This design comes from an exercise in tuning for small area, a short achievable clock period and few clock cycles on the open sky130 flow, not from production work. The RTL was checked by simulation tests, not by an equivalence proof against the original design. Power is estimated from default activity; no workload was simulated.

==> inputs of build 83 <==
==> flow/design.v <==
module square_matrix_rotate_clockwise (
	input  logic               clk,
	input  logic               arst_n,
	input  logic               start,
	output logic               busy,
	input  logic [1:0]         op,
	input  logic signed [31:0] elem_in,
	output logic               done,
	output logic signed [31:0] elem_out,
	output logic               last_elem,
	output logic               status,
	input  logic               cfg_valid,
	output logic               cfg_ready,
	input  logic               cfg_index,
	input  logic [4:0]         cfg_data
);
	localparam logic [1:0] OP_LOAD   = 2'd0;
	localparam logic [1:0] OP_ROTATE = 2'd1;
	localparam logic [1:0] OP_READ   = 2'd2;
	localparam logic [1:0] MS_IDLE  = 2'd0;
	localparam logic [1:0] MS_MOVE  = 2'd1;
	localparam logic [1:0] MS_LAST1 = 2'd2;
	localparam logic [1:0] MS_LAST2 = 2'd3;
	function automatic logic [5:0] xform(input logic [1:0] k, input logic [2:0] mm1,
		input logic [2:0] r, input logic [2:0] c);
		logic [2:0] pr, pc;
		pr = r;
		pc = c;
		if ((r <= mm1) && (c <= mm1)) begin
			case (k)
				2'd1: begin pr = mm1 - c; pc = r; end
				2'd2: begin pr = mm1 - r; pc = mm1 - c; end
				2'd3: begin pr = c; pc = mm1 - r; end
				default: begin pr = r; pc = c; end
			endcase
		end
		xform = {pr, pc};
	endfunction
	function automatic logic [2:0] clamp_m1(input logic [4:0] v);
		if (v == 5'd0) begin
			clamp_m1 = 3'd0;
		end else if (v > 5'd8) begin
			clamp_m1 = 3'd7;
		end else begin
			clamp_m1 = 3'(v - 5'd1);
		end
	endfunction
	logic [31:0] store_mem [64];
	logic        busy_q;
	logic [2:0] cols_m1, rows_m1;
	logic [3:0] lr, rr;
	logic [2:0] lc, rc;
	logic [5:0] llin, rlin;
	logic [1:0] fk;
	logic [2:0] fmm1;
	logic        s2_load, s2_read, s2_rot;
	logic [2:0]  s2_r, s2_c;
	logic [1:0]  s2_k;
	logic [2:0]  s2_mm1;
	logic        s2_last, s2_status;
	logic [31:0] s2_elem;
	logic        s3_read, s3_rot;
	logic        s3_last, s3_status;
	logic [31:0] s3_elem;
	logic [7:0]  rrow_q, rcol_q, wrow_q, wcol_q;
	logic [1:0]  mstate;
	logic [1:0]  mk;
	logic [2:0]  mmm1;
	logic [1:0]  mi, mt;
	logic [2:0]  mj;
	logic        rv_q, rfirst_q, rlast_q;
	logic        iss_v, mfirst_q, mlast_q;
	logic [5:0]  maddr_q;
	logic [5:0]  h1_addr, raddr_d_q;
	logic        h1_v, h1_first, h1_last;
	logic        mw_q, wlast_q;
	logic [31:0] tmp_q;
	logic       fix_q;
	logic [5:0] frem_l, frem_r;
	logic [3:0] frow_l, frow_r;
	logic        done_q, last_q, status_q;
	logic [31:0] elem_out_q;
	assign busy      = busy_q;
	assign cfg_ready = !busy_q;
	assign done      = done_q;
	assign elem_out  = elem_out_q;
	assign last_elem = last_q;
	assign status    = status_q;
	logic acc, cfg_acc;
	logic pred_q, busy_int;
	assign busy_int = (mstate == MS_MOVE) || (mstate == MS_LAST1) || fix_q || pred_q;
	assign acc      = start && !busy_int;
	assign cfg_acc  = cfg_valid && !busy_int;
	logic        pend_v;
	logic [1:0]  pend_op;
	logic [31:0] pend_elem;
	logic is_load, is_read, is_rot;
	assign is_load = pend_v && (pend_op == OP_LOAD);
	assign is_read = pend_v && (pend_op == OP_READ);
	assign is_rot  = pend_v && (pend_op == OP_ROTATE);
	logic       lwrap, rwrap;
	logic [2:0] elr, elc, err, erc;
	logic [5:0] ellin, erlin;
	logic       llast, rlast_pos;
	assign lwrap     = (lr > {1'b0, rows_m1});
	assign rwrap     = (rr > {1'b0, rows_m1});
	assign elr       = lwrap ? 3'd0 : lr[2:0];
	assign elc       = lwrap ? 3'd0 : lc;
	assign err       = rwrap ? 3'd0 : rr[2:0];
	assign erc       = rwrap ? 3'd0 : rc;
	assign ellin     = lwrap ? 6'd0 : llin;
	assign erlin     = rwrap ? 6'd0 : rlin;
	assign llast     = (elr == rows_m1) && (elc == cols_m1);
	assign rlast_pos = (err == rows_m1) && (erc == cols_m1);
	logic [3:0] alr, arr;
	logic [2:0] alc, arc;
	logic [5:0] allin, arlin;
	always_comb begin
		if (llast) begin
			alr = 4'd0;
			alc = 3'd0;
		end else if (elc == cols_m1) begin
			alr = {1'b0, elr} + 4'd1;
			alc = 3'd0;
		end else begin
			alr = {1'b0, elr};
			alc = elc + 3'd1;
		end
		allin = llast ? 6'd0 : ellin + 6'd1;
		if (rlast_pos) begin
			arr = 4'd0;
			arc = 3'd0;
		end else if (erc == cols_m1) begin
			arr = {1'b0, err} + 4'd1;
			arc = 3'd0;
		end else begin
			arr = {1'b0, err};
			arc = erc + 3'd1;
		end
		arlin = rlast_pos ? 6'd0 : erlin + 6'd1;
	end
	logic square, rot_turn, rot_move;
	assign square   = (cols_m1 == rows_m1);
	assign rot_turn = square && (cols_m1 != 3'd0);
	assign rot_move = rot_turn && (fk != 2'd0) && (fmm1 != cols_m1);
	logic fl_step, fr_step, fix_end, fix_go;
	logic [5:0] llin_n, rlin_n;
	assign llin_n = pend_v ? (is_load ? allin : ellin) : llin;
	assign rlin_n = pend_v ? (is_read ? arlin : erlin) : rlin;
	logic lnz_n, rnz_n;
	assign lnz_n = is_load ? !llast : !((pend_v && lwrap) || (llin == 6'd0));
	assign rnz_n = is_read ? !rlast_pos : !((pend_v && rwrap) || (rlin == 6'd0));
	logic [1:0] fk_n;
	logic [2:0] fmm1_n;
	always_comb begin
		fk_n   = fk;
		fmm1_n = fmm1;
		if (is_rot && rot_turn) begin
			if ((fk == 2'd0) || rot_move) begin
				fk_n   = 2'd1;
				fmm1_n = cols_m1;
			end else begin
				fk_n = fk + 2'd1;
			end
		end
	end
	logic rot_move_next;
	assign rot_move_next = !is_rot && rot_move;
	assign fl_step = (frem_l > {3'd0, cols_m1}) && (frow_l != 4'd8);
	assign fr_step = (frem_r > {3'd0, cols_m1}) && (frow_r != 4'd8);
	assign fix_end = fix_q && !fl_step && !fr_step;
	assign fix_go  = cfg_acc && (cfg_index == 1'b0) && (lnz_n || rnz_n);
	logic [2:0] ma, mb, map, mbp;
	logic [1:0] ms;
	logic [5:0] maddr;
	logic       mfirst, mlast, orbit_end, ring_end, move_end;
	logic [2:0] span_m1;
	assign ma  = {1'b0, mi};
	assign mb  = {1'b0, mi} + mj;
	assign map = mmm1 - {1'b0, mi};
	assign mbp = mmm1 - {1'b0, mi} - mj;
	always_comb begin
		case (mk)
			2'd1:    ms = mt;
			2'd3:    ms = 2'd0 - mt;
			default: ms = {mt[0], mt[1]};
		endcase
		case (ms)
			2'd0:    maddr = {ma, mb};
			2'd1:    maddr = {mbp, ma};
			2'd2:    maddr = {map, mbp};
			default: maddr = {mb, map};
		endcase
	end
	assign mfirst    = (mt == 2'd0) || ((mk == 2'd2) && (mt == 2'd2));
	assign mlast     = (mt == 2'd3) || ((mk == 2'd2) && (mt == 2'd1));
	assign span_m1   = mmm1 - {mi, 1'b0} - 3'd1;
	assign orbit_end = (mt == 2'd3);
	assign ring_end  = (mj == span_m1);
	assign move_end  = orbit_end && ring_end && ({1'b0, mmm1} <= {1'b0, mi, 1'b0} + 4'd2);
	logic [1:0] mstate_d;
	always_comb begin
		mstate_d = mstate;
		unique case (mstate)
			MS_IDLE:  if (is_rot && rot_move) mstate_d = MS_MOVE;
			MS_MOVE:  if (move_end) mstate_d = MS_LAST1;
			MS_LAST1: mstate_d = MS_LAST2;
			default:  mstate_d = MS_IDLE;
		endcase
	end
	logic busy_d, fix_d;
	assign fix_d  = fix_go || (fix_q && !fix_end);
	logic pred_d;
	assign pred_d = acc && (op == OP_ROTATE) && rot_move_next;
	assign busy_d = (mstate_d == MS_MOVE) || (mstate_d == MS_LAST1) || fix_d || pred_d;
	logic [5:0] s2_addr;
	assign s2_addr = xform(s2_k, s2_mm1, s2_r, s2_c);
	logic [31:0] rdata;
	always_comb begin
		rdata = 32'd0;
		for (int i = 0; i < 64; i++) begin
			rdata = rdata | (store_mem[i] & {32{rrow_q[i / 8] && rcol_q[i % 8]}});
		end
	end
	logic [31:0] wdata;
	assign wdata = mw_q ? (wlast_q ? tmp_q : elem_out_q) : s3_elem;
	always_ff @(posedge clk) begin
		for (int i = 0; i < 64; i++) begin
			if (wrow_q[i / 8] && wcol_q[i % 8]) begin
				store_mem[i] <= wdata;
			end
		end
		elem_out_q <= s3_rot ? 32'd0 : rdata;
	end
	logic [5:0] raddr_d, waddr_d;
	logic       we_d;
	assign raddr_d = iss_v ? maddr_q : s2_addr;
	assign waddr_d = h1_v ? h1_addr : s2_addr;
	assign we_d    = h1_v || s2_load;
	always_ff @(posedge clk) begin
		pend_op   <= op;
		pend_elem <= elem_in;
		s2_elem   <= pend_elem;
		s2_r      <= (pend_op == OP_LOAD) ? elr : err;
		s2_c      <= (pend_op == OP_LOAD) ? elc : erc;
		s2_k      <= fk;
		s2_mm1    <= fmm1;
		s2_last   <= rlast_pos;
		s2_status <= !square;
		s3_elem   <= s2_elem;
		s3_last   <= s2_last;
		s3_status <= s2_status;
		rrow_q    <= 8'd1 << raddr_d[5:3];
		rcol_q    <= 8'd1 << raddr_d[2:0];
		wcol_q    <= 8'd1 << waddr_d[2:0];
		raddr_d_q <= raddr_d;
		maddr_q   <= maddr;
		mfirst_q  <= mfirst;
		mlast_q   <= mlast;
		rfirst_q  <= mfirst_q;
		rlast_q   <= mlast_q;
		h1_addr   <= raddr_d_q;
		h1_first  <= rfirst_q;
		h1_last   <= rlast_q;
		wlast_q   <= h1_last;
		if (h1_v && h1_first) begin
			tmp_q <= elem_out_q;
		end
		if (mstate == MS_IDLE) begin
			mk   <= fk;
			mmm1 <= fmm1;
		end
		if (mstate != MS_MOVE) begin
			mi <= 2'd0;
			mj <= 3'd0;
			mt <= 2'd0;
		end else begin
			mt <= mt + 2'd1;
			if (orbit_end) begin
				if (ring_end) begin
					mj <= 3'd0;
					mi <= mi + 2'd1;
				end else begin
					mj <= mj + 3'd1;
				end
			end
		end
		if (!fix_q) begin
			frem_l <= llin_n;
			frem_r <= rlin_n;
			frow_l <= 4'd0;
			frow_r <= 4'd0;
		end else begin
			if (fl_step) begin
				frem_l <= frem_l - {3'd0, cols_m1} - 6'd1;
				frow_l <= frow_l + 4'd1;
			end
			if (fr_step) begin
				frem_r <= frem_r - {3'd0, cols_m1} - 6'd1;
				frow_r <= frow_r + 4'd1;
			end
		end
	end
	always_ff @(posedge clk or negedge arst_n) begin
		if (!arst_n) begin
			busy_q      <= 1'b0;
			pred_q      <= 1'b0;
			pend_v      <= 1'b0;
			cols_m1     <= 3'd7;
			rows_m1     <= 3'd7;
			lr          <= 4'd0;
			lc          <= 3'd0;
			llin        <= 6'd0;
			rr          <= 4'd0;
			rc          <= 3'd0;
			rlin        <= 6'd0;
			fk          <= 2'd0;
			fmm1        <= 3'd7;
			s2_load     <= 1'b0;
			s2_read     <= 1'b0;
			s2_rot      <= 1'b0;
			wrow_q      <= 8'd0;
			s3_read     <= 1'b0;
			s3_rot      <= 1'b0;
			mstate      <= MS_IDLE;
			rv_q        <= 1'b0;
			iss_v       <= 1'b0;
			h1_v        <= 1'b0;
			mw_q        <= 1'b0;
			fix_q       <= 1'b0;
			done_q      <= 1'b0;
			last_q      <= 1'b0;
			status_q    <= 1'b0;
		end else begin
			busy_q      <= busy_d;
			pred_q      <= pred_d;
			pend_v      <= acc;
			if (cfg_acc) begin
				if (cfg_index == 1'b0) begin
					cols_m1 <= clamp_m1(cfg_data);
				end else begin
					rows_m1 <= clamp_m1(cfg_data);
				end
			end
			if (pend_v) begin
				lr   <= is_load ? alr : {1'b0, elr};
				lc   <= is_load ? alc : elc;
				llin <= is_load ? allin : ellin;
				rr   <= is_read ? arr : {1'b0, err};
				rc   <= is_read ? arc : erc;
				rlin <= is_read ? arlin : erlin;
			end
			if (fix_end) begin
				lr <= frow_l;
				lc <= frem_l[2:0];
				rr <= frow_r;
				rc <= frem_r[2:0];
			end
			fk   <= fk_n;
			fmm1 <= fmm1_n;
			s2_load  <= is_load;
			s2_read  <= is_read;
			s2_rot   <= is_rot;
			wrow_q   <= we_d ? (8'd1 << waddr_d[5:3]) : 8'd0;
			s3_read  <= s2_read;
			s3_rot   <= s2_rot;
			mstate   <= mstate_d;
			iss_v    <= (mstate == MS_MOVE);
			rv_q     <= iss_v;
			h1_v     <= rv_q;
			mw_q     <= h1_v;
			fix_q    <= fix_d;
			done_q   <= s3_read || s3_rot;
			last_q   <= s3_read && s3_last;
			status_q <= s3_rot && s3_status;
		end
	end
endmodule
==> flow/run.sh <==
#!/bin/bash
# synth_recipe.tcl (not shown) runs the flow's synth.tcl, then flattens the netlist and writes it again
# the make line also repeats each setting of config.mk as NAME=value (left out here)
make -C /OpenROAD-flow-scripts/flow DESIGN_CONFIG=/design/flow/config.mk WORK_HOME=/design/flow/orfs CLKGATE_MAP_FILE= SYNTH_SCRIPT=/design/flow/synth_recipe.tcl finish
==> flow/config.mk <==
export PLATFORM = sky130hd
export DESIGN_NAME = square_matrix_rotate_clockwise
export DESIGN_NICKNAME = square_matrix_rotate_clockwise
export VERILOG_FILES = /design/flow/design.v
export SDC_FILE = /design/flow/constraint.sdc
export NUM_CORES = 4
export LEC_CHECK = 0
export CAP_MARGIN = 20
export CORE_MARGIN = 2
export CORE_UTILIZATION = 50
export CTS_CLUSTER_DIAMETER = 100
export CTS_CLUSTER_SIZE = 24
export SETUP_SLACK_MARGIN = 5.0
export SLEW_MARGIN = 20
==> flow/constraint.sdc <==
create_clock -name core_clock -period 8.0 [get_ports {clk}]
set_input_delay 1.6000 -clock core_clock [delete_from_list [all_inputs] [get_ports {clk}]]
set_output_delay 1.6000 -clock core_clock [all_outputs]
set_load 0.01 [all_outputs]
==> build 10: changes against build 83 <==
--- a/flow/config.mk
+++ b/flow/config.mk
@@ -7,7 +7,7 @@
 export LEC_CHECK = 0
 export CAP_MARGIN = 20
 export CORE_MARGIN = 2
-export CORE_UTILIZATION = 50
+export CORE_UTILIZATION = 40
 export CTS_CLUSTER_DIAMETER = 100
 export CTS_CLUSTER_SIZE = 24
 export SETUP_SLACK_MARGIN = 5.0
==> run notes <==
Between build 10 and build 83, the lower final cell count is in build 83 (gap 6.9%, measured against build 83). Area after synthesis is the same in build 83 and build 10. Synthesized cell count is the same in build 83 and build 10. In build 10 the die area is higher than in build 83, by about 25%. In sequential power, build 83 and build 10 hardly differ. Of build 10 and build 83, build 83 has the higher non-clock buffer count (gap 12).
==> figures <==
quantity                                                         build 83                  build 10
Outcome                                                    finished clean            finished clean
Drt first pass iters                                                    8                         7
Power of the combinational group                                0.00724 W                 0.00699 W
Post-detail-place hpwl                                          170800 um                 160600 um
Worst reg2reg path endpoint                     elem_out_q[25]$_SDFF_PP0_  elem_out_q[8]$_SDFF_PP0_
Worst slew pin tran                                              1.240 ns                  1.265 ns
Share of total power consumed by net switching                     33.48%                    33.13%
Fin crit share                                                     39.19%                    38.71%
Worst hold margin                                               0.3094 ns                 0.2876 ns
Multi-input gate share of total cell area                          18.22%                    18.00%
Start point of the worst hold path                   pend_elem[0]$_DFF_P_        s2_elem[4]$_DFF_P_
Worst r2r path cells                                                    7                         6
Worst slew margin relative to its limit                            17.32%                    15.63%
WL final                                                        328800 um                 324300 um
Testbench counts of build 83, summed over its fixed seeds: cycles 7,449.
Testbench counts of build 10, summed over its fixed seeds: cycles 7,449.

-- separate check: timing with driven ports --
Ports are ideal in the flow. The routed layouts listed here were re-timed in OpenROAD.
Step 1: set_driving_cell puts a clkbuf_16 on clk and a buf_2 on each other input, an assumption about the parent block.
Step 2 moves the port delays by t, midway between the first and last clock arrival at a register: inputs arrive t later, outputs are due t later. That takes back most of the time a late clock gives input paths.
Three values: no drivers, after step 1, after step 2; two values: the first two.
run | t (ns) | setup slack, ns | slew at the worst register clock pin (ns)
build 83 | 0.875 | 4.864 / 4.864 / 4.402 | 0.10 / 0.10
build 10 | 0.892 | 4.903 / 4.867 / 4.452 | 0.11 / 0.11
After both steps setup and hold are still met in every run listed. The setup slack of build 83, which loses most, moves by 0.000 ns with the drivers and by -0.462 ns with both steps.
